What follows belongs to an exercise in optimizing a design on an open flow for a short achievable clock period and few clock cycles; a production flow would make more cautious choices.
In this exercise RTL edits were held to simulation tests only and were not proved equivalent to the original.
No activity file was given, so power comes from the tool's default toggle rates.

== trial 81 ==
==> flow/design.v (excerpt) <==
module cpu (
  input  logic                   clk,
  input  logic                   arstN,
  output logic [16-1:0] pc,
  input  logic [16-1:0] instData,
  output logic [16-1:0] memAddr,
  output logic [16-1:0] memWrData,
  output logic                   memEn,
  output logic                   memWr,
  input  logic [16-1:0] memRdData,
  output logic                   hlt
);
make LEC_CHECK=0 CAP_MARGIN=20 CORE_MARGIN=2 CORE_UTILIZATION=40 SETUP_SLACK_MARGIN=5 SLEW_MARGIN=20 SYNTH_HIERARCHICAL=1 SYNTH_MINIMUM_KEEP_SIZE=0 finish   # period 8.0 ns
run.sh (not shown) runs the stock make flow with config.mk's settings and CLKGATE_MAP_FILE= SYNTH_SCRIPT=/design/flow/synth_recipe.tcl, a recipe that flattens the netlist after the stock synthesis.
Testbench counts of trial 81, summed over its fixed seeds: cycles 17,417.
Input-level comparison between build 15 and trial 81:
--- a/flow/design.v
+++ b/flow/design.v
@@ -42,35 +42,28 @@
 `default_nettype wire
 `timescale 1ns/10ps
 `default_nettype none
 module registerFile (
   input  logic                       clk,
   input  logic                       arstN,
-  input  logic [(1<<4)-1:0] rsSel,   
-  input  logic [(1<<4)-1:0] rtSel,
-  input  logic [(1<<4)-1:0] rdSel,
+  input  logic [4-1:0] rsAddr,
+  input  logic [4-1:0] rtAddr,
+  input  logic [4-1:0] rdAddr,
   output logic [16-1:0]     rsData,
   output logic [16-1:0]     rtData,
   output logic [16-1:0]     rdData,
   input  logic                       wrEn,
   input  logic [4-1:0] wrAddr,
   input  logic [16-1:0]     wrData
 );
   localparam int Depth = 1 << 4;
   logic [16-1:0] regs [Depth];
   assign regs[0] = '0;
-  always_comb begin
-    rsData = '0;
-    rtData = '0;
-    rdData = '0;
-    for (int i = 1; i < Depth; i++) begin
-      rsData = rsData | ({16{rsSel[i]}} & regs[i]);
-      rtData = rtData | ({16{rtSel[i]}} & regs[i]);
-      rdData = rdData | ({16{rdSel[i]}} & regs[i]);
-    end
-  end
+  assign rsData  = regs[rsAddr];
+  assign rtData  = regs[rtAddr];
+  assign rdData  = regs[rdAddr];
   for (genvar i = 1; i < Depth; i++) begin : gReg
     always_ff @(posedge clk or negedge arstN) begin
       if (!arstN)
         regs[i] <= '0;
       else if (wrEn && wrAddr == i)
         regs[i] <= wrData;
@@ -280,15 +273,15 @@
   assign fRd = instData[11:8];
   assign fRs = instData[7:4];
   assign fRt = instData[3:0];
   registerFile regFile (
     .clk     (clk),
     .arstN   (arstN),
-    .rsSel   (16'd1 << fRs),
-    .rtSel   (16'd1 << fRt),
-    .rdSel   (16'd1 << fRd),
+    .rsAddr  (fRs),
+    .rtAddr  (fRt),
+    .rdAddr  (fRd),
     .rsData  (rfRs),
     .rtData  (rfRt),
     .rdData  (rfRd),
     .wrEn    (mWr),
     .wrAddr  (mRd),
     .wrData  (mVal)
### Flow results
Power dissipated by switching net loads ended up 530 uW higher on build 15 than on trial 81.
Summary of build 15 over trial 81: total non-filler cell area in the finished layout has increased; share of post-route cells with drive strength above 1 has increased; routed wire length has increased; number of buffers and inverters on the critical path has increased.
Compared with trial 81, build 15 shows number of multi-input combinational cells higher by about 13%.
Relative to trial 81, the number of nets produced by synthesis measured on build 15 has increased by a little under 10%.
The via-per-instance ratio in trial 81 is 0.945 times that in build 15.
Endpoint of the worst setup timing path = xB[3]: build 15; endpoint of the worst setup timing path = xB[6]: trial 81
Going from trial 81 to build 15, fmax shrinks by about 4.3%.
Re synthesized cell count: trial 81 was lower than build 15.
Build 15: flow completed, timing, DRC and antenna clean
Maximum resistive drop on vdd ends up lower on trial 81.
Testbench counts of build 15, summed over its fixed seeds: cycles 17,417.

cpu again, from the RTL that the note above started with.
clock: 8.0 ns
lec_check: 0
cap_margin: 20
core_margin: 2
core_utilization: 30
setup_slack_margin: 5
slew_margin: 20
synth_hierarchical: 1
synth_minimum_keep_size: 0
Testbench counts at the start, summed over its fixed seeds: cycles 17,417.
Then changed:
--- a/flow/design.v
+++ b/flow/design.v
@@ -38,43 +38,36 @@
         setsFlags = 1'b0;
     endcase
   endfunction
 endpackage
 `default_nettype wire
 `timescale 1ns/10ps
 `default_nettype none
 module registerFile (
   input  logic                       clk,
   input  logic                       arstN,
-  input  logic [(1<<4)-1:0] rsSel,   
-  input  logic [(1<<4)-1:0] rtSel,
-  input  logic [(1<<4)-1:0] rdSel,
+  input  logic [4-1:0] rsAddr,
+  input  logic [4-1:0] rtAddr,
+  input  logic [4-1:0] rdAddr,
   output logic [16-1:0]     rsData,
   output logic [16-1:0]     rtData,
   output logic [16-1:0]     rdData,
   input  logic                       wrEn,
   input  logic [4-1:0] wrAddr,
   input  logic [16-1:0]     wrData
 );
   localparam int Depth = 1 << 4;
   logic [16-1:0] regs [Depth];
   assign regs[0] = '0;
-  always_comb begin
-    rsData = '0;
-    rtData = '0;
-    rdData = '0;
-    for (int i = 1; i < Depth; i++) begin
-      rsData = rsData | ({16{rsSel[i]}} & regs[i]);
-      rtData = rtData | ({16{rtSel[i]}} & regs[i]);
-      rdData = rdData | ({16{rdSel[i]}} & regs[i]);
-    end
-  end
+  assign rsData  = regs[rsAddr];
+  assign rtData  = regs[rtAddr];
+  assign rdData  = regs[rdAddr];
   for (genvar i = 1; i < Depth; i++) begin : gReg
     always_ff @(posedge clk or negedge arstN) begin
       if (!arstN)
         regs[i] <= '0;
       else if (wrEn && wrAddr == i)
         regs[i] <= wrData;
     end
   end
 endmodule
 `default_nettype wire
@@ -276,23 +269,23 @@
   logic         aX, aM, bX, bM, dX, dM;
   logic [W-1:0] pcInc, target, pcNext;
   logic [W-1:1] pcUp, pcDec;
   assign fOp = instData[15:12];
   assign fRd = instData[11:8];
   assign fRs = instData[7:4];
   assign fRt = instData[3:0];
   registerFile regFile (
     .clk     (clk),
     .arstN   (arstN),
-    .rsSel   (16'd1 << fRs),
-    .rtSel   (16'd1 << fRt),
-    .rdSel   (16'd1 << fRd),
+    .rsAddr  (fRs),
+    .rtAddr  (fRt),
+    .rdAddr  (fRd),
     .rsData  (rfRs),
     .rtData  (rfRt),
     .rdData  (rfRd),
     .wrEn    (mWr),
     .wrAddr  (mRd),
     .wrData  (mVal)
   );
   always_comb begin
     fUseRs = 1'b0;
     fUseRt = 1'b0;
Outcome:
- The changed run passed the timing, DRC and antenna checks
- worst hold slack gets worse by 4.8 ps
- non-clock buffer count rose by 49
- routed wire length rose by a quarter to a third
- worst setup slack gets worse by 32 ps
- via count rose by about a fifth
- maximum frequency fell slightly
Testbench counts after the change, summed over its fixed seeds: cycles 17,417.

afterwards: timing with drivers on the ports:
No port has a modelled driver above. Below, the same layouts with a new extraction and two added sets of constraints. Step 1: set_driving_cell puts a clkbuf_16 on clk and a buf_2 on each other input, an assumption about the parent block. Step 2 also shifts input and output timing later by t, the mid clock arrival at the registers, as if the neighbouring blocks saw the same clock. Three values: ideal, step 1, step 2; two values: the first two.
run	shift t [ns]	setup slack, ns	hold WS [ns]	worst data-port slew with drivers (ns)	pins driven straight from the clock port
trial 81	0.677	4.985 / 4.976 / 4.328	0.395 / 0.395 / 0.395	0.06	1
build 15	0.699	4.850 / 4.750 / 4.051	0.462 / 0.462 / 0.462	0.20	1
the first run of note 2	0.702	4.921 / 4.944 / 4.243	0.411 / 0.411 / 0.411	0.06	1
the second run of note 2	0.710	4.889 / 4.742 / 4.032	0.406 / 0.406 / 0.406	0.24	1
After both steps setup and hold are still met in every run listed. For the second run of note 2, which loses most, drivers alone change the setup slack by -0.147 ns; drivers and shift together by -0.857 ns.
